What follows belongs to an exercise in optimizing a design on an open flow for small area, a short achievable clock period and few clock cycles per item; a production flow would make more cautious choices. The RTL was checked by simulation tests, not by an equivalence proof against the original design. Power is estimated from default activity; no workload was simulated.

==> flow/design.v (outline; a module is shown in full before it is edited, if it fits) <==
// module sdc_div: 84 lines
// module sdc_sq3_a: 1020 lines
// module sdc_sq3_b: 130 lines
// module step_detector_cadence_core: 166 lines
module step_detector_cadence_core #(
   parameter int COUNT_WIDTH = sdc_pkg::COUNT_WIDTH_DEF
) (
   input  logic                                  clock,
   input  logic                                  reset,
   input  logic                                  csr_we,
   input  logic [sdc_pkg::CSR_IDX_W-1:0]         csr_index,
   input  logic [sdc_pkg::CSR_DATA_W-1:0]        csr_wdata,
   input  logic                                  req_valid,
   output logic                                  req_stall,
   input  logic signed [sdc_pkg::ACCEL_W-1:0]    req_accel_x,
   input  logic signed [sdc_pkg::ACCEL_W-1:0]    req_accel_y,
   input  logic signed [sdc_pkg::ACCEL_W-1:0]    req_accel_z,
   input  logic [sdc_pkg::TIME_W-1:0]            req_time_ms,
   input  logic                                  req_clear_count,
   output logic                                  rsp_valid,
   input  logic                                  rsp_stall,
   output logic                                  rsp_stepped,
   output logic [sdc_pkg::STEP_COUNT_W-1:0]      rsp_step_count,
   output logic [sdc_pkg::CAD_W-1:0]             rsp_cadence
);
  // ...
==> flow/flow/run.sh <==
#!/bin/bash
# Layout: the standard flow, with the port buffers made plain buffers (buf_4) instead of
# the delay-cell buffers buffer_ports picks by default. Each tool's output goes to its own log.
cp standard.sh standard_sh.log
export BUFFER_PORTS_ARGS="-buffer_cell sky130_fd_sc_hd__buf_4"
bash standard.sh > standard.log 2>&1
==> flow/standard.sh <==
#!/bin/bash
# synth_recipe.tcl (not shown) runs the flow's synth.tcl, then flattens the netlist and writes it again
# the make line also repeats each setting of config.mk as NAME=value (left out here)
make -C /OpenROAD-flow-scripts/flow DESIGN_CONFIG=/design/flow/config.mk WORK_HOME=/design/flow/orfs CLKGATE_MAP_FILE= SYNTH_SCRIPT=/design/flow/synth_recipe.tcl "${@:-finish}"
==> flow/config.mk <==
export PLATFORM = sky130hd
export DESIGN_NAME = step_detector_cadence_core
export DESIGN_NICKNAME = step_detector_cadence_core
export VERILOG_FILES = /design/flow/design.v
export SDC_FILE = /design/flow/constraint.sdc
export NUM_CORES = 4
export LEC_CHECK = 0
export ABC_CLOCK_PERIOD_IN_PS = 5000
export CAP_MARGIN = 20
export CORE_MARGIN = 2
export CORE_UTILIZATION = 40
export CTS_CLUSTER_DIAMETER = 100
export CTS_CLUSTER_SIZE = 30
export SETUP_SLACK_MARGIN = 4.4
export SLEW_MARGIN = 20
==> flow/constraint.sdc <==
create_clock -name core_clock -period 9.0 [get_ports {clock}]
set_input_delay 1.8000 -clock core_clock [delete_from_list [all_inputs] [get_ports {clock}]]
set_output_delay 1.8000 -clock core_clock [all_outputs]
set_load 0.01 [all_outputs]
==> reports/qor.yml, run 1 <==
status:
  outcome: "complete, no violations"
critical_path:
  ff2ff_setup_slack_ns: 4.38
  crit_top_cell: "fa_2"
  crit_chain: "buf_8, mux2i_4, o21ai_4, clkinvlp_4, buf_8, nor2_2, fa_1, inv_2, fa_2, fa_2, inv_1, fa_1, fa_2"
  r2r-start: "sq_ff[0]"
  max_stage_delay_ns: 0.53
logic_synthesis:
  ys_async_sr_fraction_pct: 0
  synth.top_cell.area_share_pct: 23.6
  synth_top_area_cell: "edfxtp_1"
  syn_inst: 3987
  synth_area_um2: 39600
power:
  sequentialPower_mw: 3.66
  switchingPower_mw: 7.19
  p_per_area_nw_per_um2: 347
  p_leak_nw: 19.4
  clk-power_mw: 1.47
  p_seq_share_pct: 23.1
final_layout:
  layout_common_cells: "nand2_1 (479), inv_1 (384), fa_1 (363)"
  n_sequential_cell: 480
  final-clk-cell-share_pct: 2.03
  utilization_pct: 46.5
  inverters: 413
  final-nonclk-buf-share_pct: 5.54
  fill_cells: 9167
global_route:
  grt_pass1_wl_mm: 172
  grt_pass1_vias: 29300
  grt_max_degree: 90
  grt_use_met1_pct: 32.1
detailed_routing:
  vias: 29400
  drc_errors: 0
  drtIter0Drc: 2022
  antenna_left: 0
timing:
  fin_ws_ns: 4.30
  fmax_mhz: 213
  maxSlewViolCount: 0
clock_tree:
  cts_resized: 165
  cts_tree: "yes"
job:
  maxCapViolCount: 0
floorplanning:
  pin_count: 149
worst_hold_path:
  hold_end: "clr2_ff"
Testbench counts, summed over its fixed seeds: cycles 14,880, items 12,000.
==> run 2, diff against run 1 <==
--- a/flow/config.mk
+++ b/flow/config.mk
@@ -13,3 +13,4 @@
 export CTS_CLUSTER_SIZE = 30
-export SETUP_SLACK_MARGIN = 4.4
+export PLACE_DENSITY = 0.7
+export SETUP_SLACK_MARGIN = 4.2
 export SLEW_MARGIN = 20
==> run 2 against run 1 <==
Critical path depth decreased by 6. Sequential cell count unchanged. Power fell by 3.4%. Combinational power down 5%. Maximum frequency decreased by 2.4%. Sequential share of layout area increased by 0.71 points. Cell count is 0.71% lower. Critical path type is now in -> out. Critical endpoint is now req_stall.
==> reports/qor.yml, run 2 <==
power:
  p_seq_share_pct: 24.0  # +0.9 points
  switchingPower_mw: 6.95  # -3.4%
  p_int_mw: 8.35
  clock_power_share_pct: 9.4
  ir_worst_vdd_mv: 0.459
  p_total_mw: 15.3
  p_per_area_nw_per_um2: 344  # -0.87%
  p_sw_share_pct: 45.4
  p_leak_nw: 19.0  # -1.8%
  pwr-share-comb_pct: 66.7
timing:
  fmax_mhz: 208  # -2.4%
  setup_tns_ns: 0
  max_slew_margin_pct: 30.8
  final-setup-viol-count: 0
  clock_skew_ns: 0.0748
  fin_ws_ns: 4.19  # -0.115 ns
  maxSlewViolCount: 0  # unchanged
  tightestPinTransition_ns: 1.04
  hold_viol: 0
  whs_ns: 0.456
  fin_crit_sh_pct: 53.5
  grt_setup_unrepaired: "true"
  min_period_ns: 4.81
detailed_routing:
  vias: 29700  # +1.1%
  via_per_inst: 5.45
  drtIter0Drc: 2434  # +20%
  wire_per_inst_um: 19.6
  antenna_left: 0  # unchanged
  drc_errors: 0  # unchanged
  wirelength_mm: 107
  dr.pass1.iters: 5
final_layout:
  mostFrequentLayoutCell: "nand2_1"
  utilization_pct: 45.3  # -1.2 points
  largest_register: "cb_ff"
  layout_common_cells: "nand2_1 (483), inv_1 (403), fa_1 (385)"
  final_cell_area_um2: 44500
  final_cells: 5451
  area_delta_synth_final_pct: 12.4
  drive_above_1_share_pct: 12.3
  final_nets: 4950
  largest_reg_flops: 121
clock_tree:
  cts-hold-fix-buffers: 0
  cts_max_level: 1
  path_clk_slew_ns: 0.11
  cts_tree: "yes"
  cts.sinks: 480
  worst_skew_pair.late_latency_ns: 0.64
  numCtsBuffers: 25
  clockBufferDepth: 3
  cts-root-buf: "clkbuf_16"
global_route:
  overflow: 0
  grt_max_degree: 95  # +5.6%
  grt_pass1_vias: 29500  # +0.86%
  grt_pass1_wl_mm: 166  # -3.4%
  grt_antenna_before_repair: 6
  grt_usage_pct: 20.6
placement:
  numPortBuffers: 148
  post-place-ws_ns: 3.16
  dp_cells: 5320
  place_hpwl_mm: 81.3
  postPlaceCellArea_um2: 42200
  globalplace.congestion: 0.917
critical_path:
  worstSetupStartpointType: "primary input"
  crit_top_cell: "buf_4"
  crit_buf_inv: 3
  end_kind: "output pin"
  cp_max_fo: 12
  cp_top_family: "buffers and inverters"
  arrival_ns: 3.01
  critPathKind: "in -> out"
  crit_chain: "buf_4, a22o_1, and2_1, buf_6, nand2_8, nand2_1, buf_4"
  max_stage_delay_ns: 0.26  # -0.27 ns
  critical_path_required_ns: 7.20
  critPathSlowestCell: "a22o_1"
floorplanning:
  num_rows: 115
  die_height_um: 319
  fp.dieW_um: 319
  pin_count: 149  # unchanged
  dieArea_um2: 102000
  start_util_pct: 40.3
  core_um2: 98300
logic_synthesis:
  syn_avg_cell_area_um2: 9.93
  ys_seq_elements: 480
  synth_top_area_cell: "edfxtp_1"
  ys_warn_count: 2
  synth.top_cell.area_share_pct: 23.6  # unchanged
  syn_inst: 3987  # unchanged
  synth_cell_types: 88
  synthTopCellsByCount: "nand2_1 (488), inv_1 (412), fa_1 (403)"
  ys.flop_type: "edfxtp_1"
  seq_area_frac_synth_pct: 32.1
  syn_nets: 4793
  synth-edff-count: 311
  ys_top_cells_by_area: "edfxtp_1 (24%), fa_1 (20%), ha_1 (9.4%), dfxtp_1 (8.5%), nand2_1 (4.6%)"
  synth_area_um2: 39600  # unchanged
  ys_async_sr_fraction_pct: 0  # unchanged
  yosysMostFrequentCell: "nand2_1"
status:
  outcome: "complete, no violations"
job:
  maxCapViolCount: 0  # unchanged
worst_hold_path:
  min_path_type: "reg -> reg"
## run 2: cell count changes in the layout (fill, tap and decap cells not counted), sizes merged
cell	delta
diode	+2
o21ai	+1
inv	+3
buf	-39
clkinv	-4
bufbuf	-2
## run 2: layout make-up
type                    count  area, µm²
diodes                      2       5.00
clock buffers              32        652
clock inverters            13        223
fillers                  9070      53800
inverters                 413       1570
multi-input cells        2960      25600
flip-flops and latches    480      12700
well taps                1287       1610
repair buffers            264       2130
## run 2: repair_timing
item | CTS | global route
resized for setup | 76 | 89
setup buffers | 28 | 52
cloned | 2 | 2
pin swaps | 13 | 42
setup endpoints to repair | 137 | 64
## run 2: final timing paths
kind,start,to,slack (ns),depth (start not counted)
max,rsp_stall,req_stall,4.19,7
min,clr1_ff,clr2_ff,0.46,0
max reg2reg,cb_ff[7],lt_ff,4.33,16
min reg2reg,clr1_ff,clr2_ff,0.46,0
## run 2: layer usage
metal	up-vias	global-route usage, %	wire length, µm
li1	13700	-	-
met1	14700	29.2	47700
met2	1065	32.4	47600
met3	200	2.74	7580
met4	6	7.21	3970
met5	-	0	44
## run 2: logic make-up (layout without fill, tap and decap cells)
family                     count (synthesis)  count (layout)  synth area share [%]
other                                      0               2                     0
and+or+nand+nor                         1296            1298                  15.6
AOI/OAI and AO/OA                        690             691                  11.0
DFF                                      480             480                  32.1
buffers and inverters                    550             722                  5.27
adders and majority gates                701             701                  29.8
xor gates and xnor gates                 190             190                  4.20
muxes                                     80              80                  2.05
## run 2: worst register-to-register path: cells and delay by family (launching register included)
family | cells | cell delay, ns
AOI/OAI and AO/OA | 8 | 1.93
xor gates and xnor gates | 1 | 0.11
adders and majority gates | 4 | 1.80
buffers and inverters | 2 | 0.15
DFF | 1 | 0.41
and+or+nand+nor | 1 | 0.08
## run 2: power groups by stage
| stage | Combinational (mW) | Sequential (mW) | Clock [mW] |
|---|---|---|---|
| after floorplan | 7.29 | 3.61 | 0 |
| after global placement | 9.37 | 3.70 | 0 |
| final | 10.2 | 3.67 | 1.43 |
| after detailed placement | 9.64 | 3.71 | 0 |
| after global routing | 11.4 | 3.71 | 1.52 |
| after CTS | 9.89 | 3.66 | 1.46 |
==> run 3, diff against run 2 <==
--- a/flow/config.mk
+++ b/flow/config.mk
@@ -13,3 +13,3 @@
 export CTS_CLUSTER_SIZE = 30
-export PLACE_DENSITY = 0.7
+export GPL_ROUTABILITY_DRIVEN = 0
 export SETUP_SLACK_MARGIN = 4.2
==> run 3 against run 2 <==
Largest power group unchanged. Synthesized area unchanged. Highest routed layer unchanged. Die area unchanged. Still clean. Via count shrank 1.9%. Synthesized cell count unchanged.
==> reports/qor.yml, run 3 <==
global_route:
  overflow: 0  # unchanged
  grt_antenna_before_repair: 6  # unchanged
  grt_max_degree: 78  # -18%
  grt_pass1_wl_mm: 170  # +2.3%
  grt_pass1_vias: 28800  # -2.4%
  grt_usage_pct: 21.3  # +0.75 points
detailed_routing:
  antenna_left: 0  # unchanged
  dr.pass1.iters: 5  # unchanged
  vias: 29200  # -1.9%
  via_per_inst: 5.35  # -1.8%
  drc_errors: 0  # unchanged
  wirelength_mm: 110  # +2.9%
  wire_per_inst_um: 20.2  # +3.0%
  drtIter0Drc: 2301  # -5.5%
critical_path:
  critical_path_required_ns: 7.20  # about the same
  worstSetupStartpointType: "primary input"
  max_stage_delay_ns: 0.26  # about the same
  cp_max_fo: 11  # -1
  ff2ff_setup_slack_ns: 4.32  # about the same
  r2r-start: "sq_ff[0]"
  critPathSlowestCell: "a22o_4"
  crit_top_cell: "buf_4"
  crit_chain: "buf_4, a22o_4, and2_1, buf_8, nand2_8, buf_12, nand2_1, buf_4"
  r2r_end: "cb_ff[54]"
  end_kind: "output pin"
  critPathKind: "in -> out"
  reg2regPathDepth: 15  # -1
  arrival_ns: 2.97  # -0.04 ns
power:
  p_per_area_nw_per_um2: 345  # +0.39%
  p_leak_nw: 19.1  # +0.30%
  p_total_mw: 15.4  # +0.68%
  ir_worst_vdd_mv: 0.406  # -12%
placement:
  dp_cells: 5322  # +0.038%
  numPortBuffers: 148  # unchanged
  place_hpwl_mm: 83.7  # +2.9%
  postPlaceCellArea_um2: 42200  # about the same
timing:
  grt_setup_unrepaired: "true"
  fmax_mhz: 210  # +0.86%
  setup_tns_ns: 0  # unchanged
  min_period_ns: 4.77  # -0.0411 ns
  max_slew_margin_pct: 27.0  # -3.8 points
  clock_skew_ns: 0.0607  # -0.0141 ns
  final-setup-viol-count: 0  # unchanged
  tightestPinTransition_ns: 1.09  # +0.0532 ns
  fin_crit_sh_pct: 53.0  # -0.46 points
  maxSlewViolCount: 0  # unchanged
  hold_viol: 0  # unchanged
logic_synthesis:
  synth.top_cell.area_share_pct: 23.6  # unchanged
  synth-edff-count: 311  # unchanged
  synthTopCellsByCount: "nand2_1 (488), inv_1 (412), fa_1 (403)"
  ys_top_cells_by_area: "edfxtp_1 (24%), fa_1 (20%), ha_1 (9.4%), dfxtp_1 (8.5%), nand2_1 (4.6%)"
  syn_avg_cell_area_um2: 9.93  # unchanged
  yosysMostFrequentCell: "nand2_1"
  ys_async_sr_fraction_pct: 0  # unchanged
  ys_seq_elements: 480  # unchanged
  synth_cell_types: 88  # unchanged
  synth_area_um2: 39600  # unchanged
  ys_warn_count: 2  # unchanged
  ys.flop_type: "edfxtp_1"
  syn_nets: 4793  # unchanged
  seq_area_frac_synth_pct: 32.1  # unchanged
  syn_inst: 3987  # unchanged
  synth_top_area_cell: "edfxtp_1"
final_layout:
  drive_above_1_share_pct: 12.3  # about the same
  fill_cells: 9288  # +2.4%
  area_delta_synth_final_pct: 12.7
  largest_reg_flops: 121  # unchanged
  mostFrequentLayoutCell: "nand2_1"
  largest_register: "cb_ff"
  final_cell_area_um2: 44600  # +0.30%
  final_cells: 5446  # -0.092%
  layout_common_cells: "nand2_1 (483), inv_1 (402), fa_1 (385)"
  final_nets: 4945  # -0.10%
clock_tree:
  cts-root-buf: "clkbuf_16"
  numCtsBuffers: 26  # +4.0%
  cts-hold-fix-buffers: 0  # unchanged
  clockBufferDepth: 3  # unchanged
  cts.sinks: 480  # unchanged
  path_clk_slew_ns: 0.12  # about the same
  cts_tree: "yes"
  cts_max_level: 1  # unchanged
  worst_skew_pair.late_latency_ns: 0.66  # +0.02 ns
worst_hold_path:
  hold_end: "clr2_ff"
  min_path_cells: 0  # unchanged
  min_from: "clr1_ff"
  min_path_type: "reg -> reg"
floorplanning:
  num_rows: 115  # unchanged
  core_um2: 98300  # unchanged
  dieArea_um2: 102000  # unchanged
  fp.dieW_um: 319  # unchanged
  die_height_um: 319  # unchanged
  start_util_pct: 40.3  # unchanged
  pin_count: 149  # unchanged
job:
  maxCapViolCount: 0  # unchanged
status:
  outcome: "complete, no violations"
## run 3: critical path: cells and delay by family
| kind | cells | cell delay, ns |
|---|---|---|
| AO/OA/AOI/OAI | 1 | 0.26 |
| AND/OR/NAND/NOR | 3 | 0.33 |
| buffers and inverters | 4 | 0.58 |
## run 3: area by class of cell
type	instances	area (µm²)	area share, %
multi-input combinational	2958	25600	57.4
clock buffer	32	694	1.56
clock inverter	15	236	0.530
sequential	480	12700	28.5
tap	1287	1610	3.61
antenna	1	2.50	0.00560
timing repair buffer	260	2150	4.81
inverter	413	1570	3.51
## run 3: timing repair
| item | 4_1_cts | 5_1_grt |
|---|---|---|
| endpoints found under the setup margin | 138 | 72 |
| gates cloned | 2 | 2 |
| pin swaps | 13 | 48 |
| gates resized for setup | 78 | 97 |
| buffers inserted | 23 | 49 |
## run 3: metrics by stage
stage | hold slack, ns | setup slack, ns | util, %
2_1_floorplan | 0.400 | 3.83 | -
3_3_place_gp | 0.402 | 3.29 | 43.0
3_5_place_dp | 0.414 | 3.24 | 43.0
4_1_cts | 0.452 | 4.14 | 44.5
5_1_grt | 0.457 | 4.17 | 45.4
6_report | 0.450 | 4.23 | 45.4
## run 3: cells by family (layout without fill, tap and decap cells)
group,count (synthesis),count (layout),share of synthesized area (%)
muxes,80,80,2.05
other,0,1,0
DFF,480,480,32.1
xor gates and xnor gates,190,190,4.20
adders and majority gates,701,701,29.8
AOI/OAI and AO/OA,690,691,11.0
and+or+nand+nor,1296,1296,15.6
buffers and inverters,550,720,5.27
## run 3: worst max path at each step
stage,slack (ns),start,to
2_1_floorplan,3.83,req_accel_x[13],cb_ff[54]
3_3_place_gp,3.29,req_accel_x[14],cb_ff[58]
3_5_place_dp,3.24,req_accel_x[14],cb_ff[58]
4_1_cts,4.14,sq_ff[1],lt_ff
5_1_grt,4.17,req_accel_x[12],cb_ff[58]
6_report,4.23,rsp_stall,req_stall
## run 3: report_power, final
part	switching, mW	total, mW	leakage (nW)	internal (mW)
sequential	0.233	3.66	4.74	3.43
combinational	5.89	10.3	13.9	4.37
clock	0.872	1.48	0.448	0.606
## run 3: per-layer routing
metal / vias to the layer above / share of wire [%] / track usage [%]
li1: 13700 / - / -
met1: 14500 / 48 / 32.3
met2: 806 / 44 / 32.8
met3: 104 / 5.7 / 2.24
met4: 4 / 2.1 / 4.77
met5: - / 0.022 / 0
==> run 4, diff against run 3 <==
--- a/flow/config.mk
+++ b/flow/config.mk
@@ -13,3 +13,2 @@
 export CTS_CLUSTER_SIZE = 30
-export GPL_ROUTABILITY_DRIVEN = 0
 export SETUP_SLACK_MARGIN = 4.2
==> run 4 against run 3 <==
Wire length unchanged. Clock skew unchanged. Design area unchanged. First-iteration DRC count unchanged. Synthesized cell count unchanged. Register-to-register slack about the same. Still clean. Maximum frequency unchanged. Die area unchanged. Worst setup slack unchanged.
==> reports/qor.yml, run 4 <==
status:
  outcome: "complete, no violations"
global_route:
  use_met3_pct: 2.24  # unchanged
  grt_pass1_vias: 28800  # unchanged
  grt_max_degree: 78  # unchanged
  grt_antenna_before_repair: 6  # unchanged
  overflow: 0  # unchanged
  grt_usage_pct: 21.3  # unchanged
  grt_use_met1_pct: 32.3  # unchanged
  grt_pass1_wl_mm: 170  # unchanged
  busiest_layer: "met2"
  use_met2_pct: 32.8  # unchanged
critical_path:
  crit_cells: 8  # unchanged
  max_stage_delay_ns: 0.26  # about the same
  critPathSlowestCell: "a22o_4"
  crit_chain: "buf_4, a22o_4, and2_1, buf_8, nand2_8, buf_12, nand2_1, buf_4"
  cp_top_family: "buffers and inverters"
  worstSetupStartpointType: "primary input"
  ff2ff_setup_slack_ns: 4.32  # about the same
  crit_start: "rsp_stall"
  r2r_end: "cb_ff[54]"
  cp_max_fo: 11  # unchanged
  critical_path_required_ns: 7.20  # about the same
  reg2regPathDepth: 15  # unchanged
  endpoint: "req_stall"
  end_kind: "output pin"
  crit_top_cell: "buf_4"
  crit_buf_inv: 4  # unchanged
  critPathKind: "in -> out"
  arrival_ns: 2.97  # about the same
  r2r-start: "sq_ff[0]"
final_layout:
  final_nets: 4945  # unchanged
  area_delta_synth_final_pct: 12.7  # unchanged
  largest_register: "cb_ff"
  mostFrequentLayoutCell: "nand2_1"
  layout_common_cells: "nand2_1 (483), inv_1 (402), fa_1 (385)"
  final_cell_area_um2: 44600  # unchanged
  drive_above_1_share_pct: 12.3  # unchanged
  largest_reg_flops: 121  # unchanged
timing:
  maxSlewViolCount: 0  # unchanged
  min_period_ns: 4.77  # unchanged
  final-setup-viol-count: 0  # unchanged
  clock_skew_ns: 0.0607  # unchanged
  fmax_mhz: 210  # unchanged
  grt_setup_unrepaired: "true"
  tightestPinTransition_ns: 1.09  # unchanged
  max_slew_margin_pct: 27.0  # unchanged
  hold_viol: 0  # unchanged
  whs_ns: 0.450  # unchanged
  fin_crit_sh_pct: 53.0  # unchanged
  setup_tns_ns: 0  # unchanged
logic_synthesis:
  ys_async_sr_fraction_pct: 0  # unchanged
  syn_nets: 4793  # unchanged
  synth-adder-area-share_pct: 29.8  # unchanged
  yosysMostFrequentCell: "nand2_1"
  ys_seq_elements: 480  # unchanged
  synth_top_area_cell: "edfxtp_1"
  synth_top_family_by_area: "adder cells"
  syn_avg_cell_area_um2: 9.93  # unchanged
  synth_cell_types: 88  # unchanged
  synth-simple-area-share_pct: 15.6  # unchanged
  synth-xor-area-share_pct: 4.20  # unchanged
  synth.top_cell.area_share_pct: 23.6  # unchanged
  ys.flop_type: "edfxtp_1"
  synthTopCellsByCount: "nand2_1 (488), inv_1 (412), fa_1 (403)"
  synth-compound-area-share_pct: 11.0  # unchanged
  synth_mux_area_share_pct: 2.05  # unchanged
  syn_inst: 3987  # unchanged
  synth_area_um2: 39600  # unchanged
  ys_top_cells_by_area: "edfxtp_1 (24%), fa_1 (20%), ha_1 (9.4%), dfxtp_1 (8.5%), nand2_1 (4.6%)"
  ys_warn_count: 2  # unchanged
  synth-edff-count: 311  # unchanged
  seq_area_frac_synth_pct: 32.1  # unchanged
power:
  p_leak_nw: 19.1  # unchanged
  p_per_area_nw_per_um2: 345  # unchanged
  p_total_mw: 15.4  # unchanged
  ir_worst_vdd_mv: 0.406  # unchanged
floorplanning:
  die_height_um: 319  # unchanged
  dieArea_um2: 102000  # unchanged
  fp.dieW_um: 319  # unchanged
  pin_count: 149  # unchanged
  core_um2: 98300  # unchanged
  start_util_pct: 40.3  # unchanged
  num_rows: 115  # unchanged
placement:
  place_hpwl_mm: 83.7  # unchanged
  postPlaceCellArea_um2: 42200  # unchanged
  numPortBuffers: 148  # unchanged
  globalplace.congestion: 0.909
clock_tree:
  cts-hold-fix-buffers: 0  # unchanged
  cts_max_level: 1  # unchanged
  numCtsBuffers: 26  # unchanged
  cts.sinks: 480  # unchanged
  worst_skew_pair.late_latency_ns: 0.66  # about the same
  cts_tree: "yes"
  clockBufferDepth: 3  # unchanged
  path_clk_slew_ns: 0.12  # about the same
  cts-root-buf: "clkbuf_16"
detailed_routing:
  via_per_inst: 5.35  # unchanged
  vias: 29200  # unchanged
  wire_per_inst_um: 20.2  # unchanged
  drtIter0Drc: 2301  # unchanged
  antenna_left: 0  # unchanged
  drc_errors: 0  # unchanged
  wirelength_mm: 110  # unchanged
  dr.pass1.iters: 5  # unchanged
job:
  maxCapViolCount: 0  # unchanged
worst_hold_path:
  min_path_type: "reg -> reg"
## run 4: cell counts after synthesis
No cell type changed its count.
## run 4: kinds of logic (layout without fill, tap and decap cells)
logic type                 Yosys count  in the layout
and+or+nand+nor                   1296           1296
adders and majority gates          701            701
AOI/OAI and AO/OA                  690            691
buffers and inverters              550            720
DFF                                480            480
xor gates and xnor gates           190            190
muxes                               80             80
other                                0              1
## run 4: worst min-delay path by stage
stage	from	to	slack, ns	depth (start not counted)
2_1_floorplan	clr1_ff	clr2_ff	0.40	0
3_3_place_gp	clr1_ff	clr2_ff	0.40	0
3_5_place_dp	clr1_ff	clr2_ff	0.41	0
4_1_cts	clr1_ff	clr2_ff	0.45	0
5_1_grt	clr1_ff	clr2_ff	0.46	0
6_report	clr1_ff	clr2_ff	0.45	0
## run 4: worst reg2reg max path: cells and delay by family, from the launching register on
kind / cells / cell delay, ns
mux: 1 / 0.15
flops: 1 / 0.49
compound gates: 1 / 0.17
simple gates: 1 / 0.10
fa+ha+maj: 6 / 2.73
buf+inv: 6 / 0.74
## run 4: power breakdown
part           total (mW)  switching [mW]  internal (mW)
Combinational        10.3            5.89           4.37
Clock                1.48           0.872          0.606
Sequential           3.66           0.233           3.43
Total                15.4            7.00           8.40
## run 4: per-layer routing
| layer | vias up | wire [µm] |
|---|---|---|
| met1 | 14500 | 52800 |
| met4 | 4 | 2290 |
| met2 | 806 | 48500 |
| met3 | 104 | 6300 |
| li1 | 13700 | - |
| met5 | - | 24 |
## run 4: repair_timing
action,in CTS,in global routing
pin swaps,13,48
resized for setup,78,97
cloned,2,2
buffers inserted,23,49
setup endpoints to repair,138,72
## run 4: cell type report
class                   instances  area [µm²]
diodes                          1        2.50
clock buffers                  32         694
clock inverters                15         236
fillers                      9288       53600
inverters                     413        1570
multi-input cells            2958       25600
flip-flops and latches        480       12700
well taps                    1287        1610
repair buffers                260        2150
## run 4: through the flow
stage                     setup slack [ns]  utilization (%)  cells
after floorplan                       3.83                -   3987
after global placement                3.29             43.0   5322
after detailed placement              3.24             43.0   5322
after CTS                             4.14             44.5   5394
after global routing                  4.17             45.4   5446
final                                 4.23             45.4   5446
==> run 5, diff against run 4 <==
--- a/flow/config.mk
+++ b/flow/config.mk
@@ -9,7 +9,8 @@
 export CAP_MARGIN = 20
+export CELL_PAD_IN_SITES_DETAIL_PLACEMENT = 0
+export CELL_PAD_IN_SITES_GLOBAL_PLACEMENT = 0
 export CORE_MARGIN = 2
 export CORE_UTILIZATION = 40
-export CTS_CLUSTER_DIAMETER = 100
-export CTS_CLUSTER_SIZE = 30
-export SETUP_SLACK_MARGIN = 4.2
+export PLACE_DENSITY = 0.8
+export SETUP_SLACK_MARGIN = 4.0
 export SLEW_MARGIN = 20
==> run 5 against run 4 <==
Still clean. Utilization up 0.052 points. Maximum frequency down 4.1%. Wire length fell by 1.5%. Power up 5.3%. Synthesized area unchanged. Sequential power about the same. Sequential cell count did not move. Die area unchanged. Synthesized cell count is the same. Clock skew fell by 0.035 ns. Largest cell class unchanged. Highest routed layer unchanged.
==> reports/qor.yml, run 5 <==
status:
  outcome: "complete, no violations"
floorplanning:
  start_util_pct: 40.3  # unchanged
  pin_count: 149  # unchanged
  core_um2: 98300  # unchanged
  dieArea_um2: 102000  # unchanged
  fp.dieW_um: 319  # unchanged
  num_rows: 115  # unchanged
  die_height_um: 319  # unchanged
logic_synthesis:
  seq_area_frac_synth_pct: 32.1  # unchanged
  synth-edff-count: 311  # unchanged
  synth_area_um2: 39600  # unchanged
  synth_top_area_cell: "edfxtp_1"
  ys.flop_type: "edfxtp_1"
  syn_avg_cell_area_um2: 9.93  # unchanged
  synthTopCellsByCount: "nand2_1 (488), inv_1 (412), fa_1 (403)"
  ys_warn_count: 2  # unchanged
  ys_async_sr_fraction_pct: 0  # unchanged
  ys_top_cells_by_area: "edfxtp_1 (24%), fa_1 (20%), ha_1 (9.4%), dfxtp_1 (8.5%), nand2_1 (4.6%)"
  syn_nets: 4793  # unchanged
  ys_seq_elements: 480  # unchanged
  synth.top_cell.area_share_pct: 23.6  # unchanged
  yosysMostFrequentCell: "nand2_1"
  synth_cell_types: 88  # unchanged
  syn_inst: 3987  # unchanged
final_layout:
  drive_above_1_share_pct: 11.0  # -1.3 points
  final_cells: 5435  # -0.20%
  mostFrequentLayoutCell: "nand2_1"
  final_cell_area_um2: 44700  # +0.11%
  utilization_pct: 45.5  # +0.052 points
  largest_register: "cb_ff"
  area_delta_synth_final_pct: 12.9
  layout_common_cells: "nand2_1 (481), inv_1 (404), fa_1 (388)"
  largest_reg_flops: 121  # unchanged
  final_nets: 4910  # -0.71%
critical_path:
  ff2ff_setup_slack_ns: 4.15  # -0.17 ns
  r2r-start: "sq_ff[0]"
  critPathKind: "in -> reg"
  worstSetupStartpointType: "primary input"
  r2r_end: "cb_ff[70]"
  end_kind: "register"
  critical_path_required_ns: 9.36  # +2.16 ns
  crit_start: "req_accel_y[4]"
  cp_max_fo: 6  # -5
  arrival_ns: 5.33  # +2.36 ns
  reg2regPathDepth: 13  # -2
global_route:
  grt_antenna_before_repair: 6  # unchanged
  grt_use_met1_pct: 27.3  # -5.0 points
  grt_max_degree: 92  # +18%
  use_met3_pct: 3.81  # +1.6 points
  busiest_layer: "met2"
  grt_usage_pct: 20.7  # -0.61 points
  use_met2_pct: 33.9  # +1.1 points
  grt_pass1_vias: 30500  # +6.0%
  overflow: 0  # unchanged
  grt_pass1_wl_mm: 168  # -1.1%
job:
  maxCapViolCount: 0  # unchanged
clock_tree:
  worst_skew_pair.late_latency_ns: 0.64  # -0.02 ns
  cts_tree: "yes"
  numCtsBuffers: 51  # +96%
  cts-hold-fix-buffers: 0  # unchanged
  clockBufferDepth: 3  # unchanged
  cts_max_level: 2  # +1
  path_clk_slew_ns: 0.06  # -0.06 ns
  cts-root-buf: "clkbuf_16"
  cts.sinks: 480  # unchanged
timing:
  min_period_ns: 4.98  # +0.206 ns
  whs_ns: 0.419  # -0.0310 ns
  fmax_mhz: 201  # -4.1%
  setup_tns_ns: 0  # unchanged
  hold_viol: 0  # unchanged
  tightestPinTransition_ns: 1.24  # +0.148 ns
  final-setup-viol-count: 0  # unchanged
  max_slew_margin_pct: 17.1  # -9.8 points
  fin_crit_sh_pct: 55.3  # +2.3 points
  clock_skew_ns: 0.0261  # -0.0346 ns
  fin_ws_ns: 4.02  # -0.206 ns
  grt_setup_unrepaired: "true"
  maxSlewViolCount: 0  # unchanged
detailed_routing:
  antenna_left: 0  # unchanged
  vias: 30300  # +3.9%
  via_per_inst: 5.57  # +4.1%
  drtIter0Drc: 2758  # +20%
  wire_per_inst_um: 19.9  # -1.3%
  dr.pass1.iters: 8  # +3
  drc_errors: 0  # unchanged
  wirelength_mm: 108  # -1.5%
worst_hold_path:
  min_from: "clr1_ff"
  hold_end: "clr2_ff"
  min_path_type: "reg -> reg"
  min_path_cells: 0  # unchanged
power:
  ir_worst_vdd_mv: 0.457  # +12%
  p_total_mw: 16.2  # +5.3%
  p_leak_nw: 19.2  # +0.41%
  p_per_area_nw_per_um2: 363  # +5.2%
placement:
  globalplace.congestion: 0.939  # +3.3%
  place_hpwl_mm: 81.3  # -2.9%
  dp_cells: 5318  # -0.075%
  post-place-ws_ns: 3.04  # -0.202 ns
  postPlaceCellArea_um2: 42200  # about the same
  numPortBuffers: 148  # unchanged
run 5: cell counts after synthesis:
No cell type changed its count.
run 5: how the worst max path moves through the flow:
stage	endpoint	slack, ns	cells past startpoint
finish	cb_ff[70]	4.02	9
global route	u_div.rem_ff[7]	3.94	23
CTS	lt_ff	3.95	17
detailed placement	lt_ff	3.04	17
global placement	lt_ff	3.25	17
floorplan	cb_ff[54]	3.77	12
run 5: routing by layer:
metal / routed length (µm) / up-vias
met4: 4010 / 6
met3: 9780 / 280
met2: 50600 / 1450
met1: 43800 / 14900
met5: 38 / -
li1: - / 13700
run 5: worst max-delay path: stages:
cell,delay (ns)
buf_4,0.14
nor2b_1,0.57
nand2_1,0.18
fa_1,0.56
fa_1,0.58
fa_1,0.48
fa_1,0.53
inv_1,0.06
fa_1,0.42
run 5: what timing repair did:
item | CTS | global route
setup buffers | 7 | 11
resized for setup | 42 | 64
pin swaps | 3 | 19
setup endpoints to repair | 106 | 56
gates cloned | 0 | 2
endpoints found under the hold margin | 0 | 0
run 5: kinds of logic after synthesis:
kind of cell / synth area share [%]
AND/OR/NAND/NOR: 15.6
adder cells (fa/ha/maj): 29.8
AO/OA/AOI/OAI: 11.0
buffers and inverters: 5.27
flip-flops: 32.1
XOR/XNOR: 4.20
multiplexers: 2.05
run 5: layout make-up:
| type | instances | area, µm² |
|---|---|---|
| fillers | 8835 | 53600 |
| inverters | 413 | 1560 |
| flip-flops and latches | 480 | 12700 |
| clock buffers | 69 | 1510 |
| repair buffers | 200 | 1580 |
| multi-input cells | 2958 | 25300 |
| diodes | 1 | 2.50 |
| clock inverters | 27 | 368 |
| well taps | 1287 | 1610 |
run 5: report_power, final:
| group | internal [mW] | total (mW) | switching (mW) |
|---|---|---|---|
| Sequential | 3.43 | 3.67 | 0.242 |
| Clock | 1.39 | 2.36 | 0.972 |
| Combinational | 4.30 | 10.2 | 5.89 |
==> run 6, diff against run 5 <==
==> flow/flow/run.sh (replaced) <==
#!/bin/bash
# Layout: the standard flow, with the port buffers made plain buffers (buf_2) instead of
# the delay-cell buffers buffer_ports picks by default. Each tool's output goes to its own log.
cp standard.sh standard_sh.log
export BUFFER_PORTS_ARGS="-buffer_cell sky130_fd_sc_hd__buf_2"
bash standard.sh > standard.log 2>&1
--- a/flow/config.mk
+++ b/flow/config.mk
@@ -9,8 +9,7 @@
 export CAP_MARGIN = 20
-export CELL_PAD_IN_SITES_DETAIL_PLACEMENT = 0
-export CELL_PAD_IN_SITES_GLOBAL_PLACEMENT = 0
 export CORE_MARGIN = 2
 export CORE_UTILIZATION = 40
-export PLACE_DENSITY = 0.8
-export SETUP_SLACK_MARGIN = 4.0
+export CTS_CLUSTER_DIAMETER = 100
+export CTS_CLUSTER_SIZE = 30
+export SETUP_SLACK_MARGIN = 4.2
 export SLEW_MARGIN = 20
==> run 6 against run 5 <==
Clock-buffer cell count down 37. Wire length increased by 1.4%. Power fell by 5.2%. Synthesized cell count stayed put. Design area down 0.73%. Global-route usage grew 0.48 points. Critical path type unchanged.
==> reports/qor.yml, run 6 <==
status:
  outcome: "complete, no violations"
floorplanning:
  die_height_um: 319  # unchanged
  dieArea_um2: 102000  # unchanged
  fp.dieW_um: 319  # unchanged
  start_util_pct: 40.3  # unchanged
  num_rows: 115  # unchanged
  core_um2: 98300  # unchanged
  pin_count: 149  # unchanged
power:
  p_int_mw: 8.40  # -8.0%
  pwr-share-comb_pct: 66.5  # +3.7 points
  p_per_area_nw_per_um2: 347  # -4.5%
  p_sw_share_pct: 45.4  # +1.6 points
  ir_worst_vdd_mv: 0.399  # -13%
  clock_power_share_pct: 9.7  # -4.9 points
  switchingPower_mw: 6.98  # -1.7%
  p_leak_nw: 19.0  # -0.76%
  p_seq_share_pct: 23.8  # +1.2 points
critical_path:
  cp_max_fo: 9  # +3
  critical_path_required_ns: 9.37  # about the same
  critPathKind: "in -> reg"
  worstSetupStartpointType: "primary input"
  r2r-start: "sq_ff[1]"
  r2r_end: "cb_ff[54]"
  reg2regPathDepth: 15  # +2
  ff2ff_setup_slack_ns: 4.31  # +0.16 ns
  endpoint: "cb_ff[66]"
  arrival_ns: 5.17  # -0.16 ns
  end_kind: "register"
  crit_start: "req_accel_x[9]"
timing:
  min_period_ns: 4.80  # -0.175 ns
  final-setup-viol-count: 0  # unchanged
  fmax_mhz: 208  # +3.7%
  whs_ns: 0.432  # +0.0128 ns
  clock_skew_ns: 0.0851  # +0.0590 ns
  hold_viol: 0  # unchanged
  fin_crit_sh_pct: 53.4  # -1.9 points
  max_slew_margin_pct: 23.5  # +6.4 points
  tightestPinTransition_ns: 1.14  # -0.102 ns
  maxSlewViolCount: 0  # unchanged
  setup_tns_ns: 0  # unchanged
  grt_setup_unrepaired: "true"
detailed_routing:
  drc_errors: 0  # unchanged
  wirelength_mm: 110  # +1.4%
  vias: 29100  # -4.0%
  wire_per_inst_um: 20.1  # +1.1%
  antenna_left: 0  # unchanged
  via_per_inst: 5.33  # -4.3%
  drtIter0Drc: 1972  # -28%
  dr.pass1.iters: 5  # -3
placement:
  place_hpwl_mm: 83.1  # +2.3%
  dp_cells: 5321  # +0.056%
  numPortBuffers: 148  # unchanged
  globalplace.congestion: 0.909  # -3.2%
logic_synthesis:
  ys.flop_type: "edfxtp_1"
  ys_seq_elements: 480  # unchanged
  ys_top_cells_by_area: "edfxtp_1 (24%), fa_1 (20%), ha_1 (9.4%), dfxtp_1 (8.5%), nand2_1 (4.6%)"
  synth_mux_area_share_pct: 2.05  # unchanged
  ys_warn_count: 2  # unchanged
  synth-edff-count: 311  # unchanged
  syn_avg_cell_area_um2: 9.93  # unchanged
  yosysMostFrequentCell: "nand2_1"
  seq_area_frac_synth_pct: 32.1  # unchanged
  synth-compound-area-share_pct: 11.0  # unchanged
  ys_async_sr_fraction_pct: 0  # unchanged
  synth_area_um2: 39600  # unchanged
  syn_nets: 4793  # unchanged
  synth-adder-area-share_pct: 29.8  # unchanged
  synth-simple-area-share_pct: 15.6  # unchanged
  synth_top_area_cell: "edfxtp_1"
  synth_top_family_by_area: "adder cells"
  synth-xor-area-share_pct: 4.20  # unchanged
  synth_cell_types: 88  # unchanged
  synth.top_cell.area_share_pct: 23.6  # unchanged
  synthTopCellsByCount: "nand2_1 (488), inv_1 (412), fa_1 (403)"
  syn_inst: 3987  # unchanged
final_layout:
  largest_register: "cb_ff"
  final_cells: 5451  # +0.29%
  utilization_pct: 45.2  # -0.33 points
  largest_reg_flops: 121  # unchanged
  mostFrequentLayoutCell: "nand2_1"
  drive_above_1_share_pct: 12.8  # +1.8 points
  final_nets: 4946  # +0.73%
  area_delta_synth_final_pct: 12.0
  layout_common_cells: "nand2_1 (483), inv_1 (400), fa_1 (379)"
clock_tree:
  worst_skew_pair.late_latency_ns: 0.68  # +0.04 ns
  clockBufferDepth: 3  # unchanged
  numCtsBuffers: 27  # -47%
  cts-root-buf: "clkbuf_16"
  cts.sinks: 480  # unchanged
  path_clk_slew_ns: 0.11  # +0.05 ns
  cts_max_level: 1  # -1
  cts_tree: "yes"
global_route:
  grt_pass1_wl_mm: 169  # +0.54%
  grt_antenna_before_repair: 11  # +5
  grt_pass1_vias: 28800  # -5.8%
  grt_max_degree: 74  # -20%
  grt_usage_pct: 21.2  # +0.48 points
  overflow: 0  # unchanged
worst_hold_path:
  min_from: "clr1_ff"
  min_path_type: "reg -> reg"
job:
  maxCapViolCount: 0  # unchanged
-- run 6: changes by cell type in the layout (fill, tap and decap cells not counted), moves of 8 or more --
cell and delta:
buf_2 +146, buf_4 -97, clkbuf_16 -31, fa_1 -9, fa_2 +9, ha_1 -10, mux2i_1 -8
-- run 6: area by class of cell --
| class | count | area [µm²] |
|---|---|---|
| Timing Repair Buffer | 260 | 1800 |
| Multi-Input combinational cell | 2958 | 25700 |
| Antenna cell | 3 | 7.51 |
| Tap cell | 1287 | 1610 |
| Clock buffer | 32 | 694 |
| Inverter | 413 | 1570 |
| Clock inverter | 18 | 253 |
| Fill cell | 9291 | 53900 |
| Sequential cell | 480 | 12700 |
-- run 6: power by group through the flow --
stage / clock [mW] / combinational, mW / sequential [mW]
global placement: 0 / 9.54 / 3.70
floorplan: 0 / 7.29 / 3.61
global route: 1.60 / 11.6 / 3.70
finish: 1.49 / 10.2 / 3.66
CTS: 1.53 / 9.94 / 3.66
detailed placement: 0 / 9.75 / 3.71
-- run 6: per-layer routing --
metal  global-route usage (%)  vias up  part of all wire, %
li1                         -    13700                    -
met1                     31.5    14400                   47
met2                     32.3      814                   44
met3                     3.31      136                  6.4
met4                     5.20       10                  2.2
met5                        0        -                0.051
-- run 6: how the worst min path moves through the flow --
stage                          to  slack (ns)  depth (start not counted)
after global routing      clr2_ff        0.44                          0
after detailed placement  clr2_ff        0.41                          0
after floorplan           clr2_ff        0.40                          0
final                     clr2_ff        0.43                          0
after CTS                 clr2_ff        0.43                          0
after global placement    clr2_ff        0.40                          0
-- run 6: cells by family (layout without fill, tap and decap cells) --
family | Yosys count | after routing
adders and majority gates | 701 | 701
AOI/OAI and AO/OA | 690 | 691
and+or+nand+nor | 1296 | 1296
other | 0 | 3
xor gates and xnor gates | 190 | 190
DFF | 480 | 480
muxes | 80 | 80
buffers and inverters | 550 | 723
-- run 6: worst max-delay path, stage by stage --
cell and delay (ns):
buf_2 0.11, mux2i_2 0.20, o21ai_4 0.11, clkinvlp_4 0.09, buf_6 0.17, buf_4 0.15
nor2_2 0.04, fa_1 0.53, inv_2 0.05, fa_2 0.39, fa_1 0.50, inv_1 0.06
fa_2 0.54, fa_1 0.41
-- run 6: timing repair --
| item | CTS | global route |
|---|---|---|
| hold endpoints to repair | 0 | 0 |
| pin swaps | 18 | 62 |
| resized for setup | 93 | 111 |
| buffers inserted | 23 | 50 |
| setup endpoints to repair | 132 | 64 |
| hold buffers | 0 | 0 |
| gates cloned | 3 | 1 |
-- run 6: stage by stage --
step,power [mW],setup WS (ns),instance area (µm²)
detailed placement,13.5,3.13,41800
global route,16.9,4.11,44400
finish,15.4,4.20,44400
global placement,13.2,3.20,41800
CTS,15.1,4.15,43500
floorplan,10.9,3.83,39800

-- port drivers added, routing unchanged --
Ports are ideal in the flow. The routed layouts listed here were re-timed in OpenROAD.
Step 1 sets driving cells, clkbuf_16 on the clock port and buf_2 on the other inputs (assumed; they add their load-dependent delay and slew).
Step 2, shift: input delay + t, output delay - t, t = (earliest + latest rising clock arrival at the registers) / 2. This alone moves slack from input paths to output paths.
Three values: ideal ports, drivers, drivers and shift; two values: the first two.
| run | shift t [ns] | slack for setup (ns) | worst hold slack (ns) | clock arrival spread, ns | worst register clock-pin slew, ns |
|---|---|---|---|---|---|
| run 1 | 0.698 | 4.301 / 4.321 / 3.623 | 0.446 / 0.446 / 0.446 | 0.085 / 0.084 | 0.12 / 0.12 |
| run 2 | 0.671 | 4.186 / 4.146 / 3.597 | 0.456 / 0.456 / 0.456 | 0.076 / 0.076 | 0.12 / 0.12 |
| run 3 | 0.701 | 4.227 / 4.192 / 3.580 | 0.450 / 0.450 / 0.450 | 0.061 / 0.060 | 0.12 / 0.12 |
| run 4 | 0.701 | 4.227 / 4.192 / 3.580 | 0.450 / 0.450 / 0.450 | 0.061 / 0.060 | 0.12 / 0.12 |
| run 5 | 0.694 | 4.021 / 4.004 / 3.355 | 0.419 / 0.419 / 0.419 | 0.029 / 0.029 | 0.07 / 0.07 |
| run 6 | 0.704 | 4.197 / 4.209 / 3.537 | 0.432 / 0.432 / 0.432 | 0.085 / 0.085 | 0.12 / 0.12 |
After both steps every run listed still meets setup and hold. For run 1, which loses most, drivers alone change the setup slack by +0.020 ns; drivers and shift together by -0.678 ns.
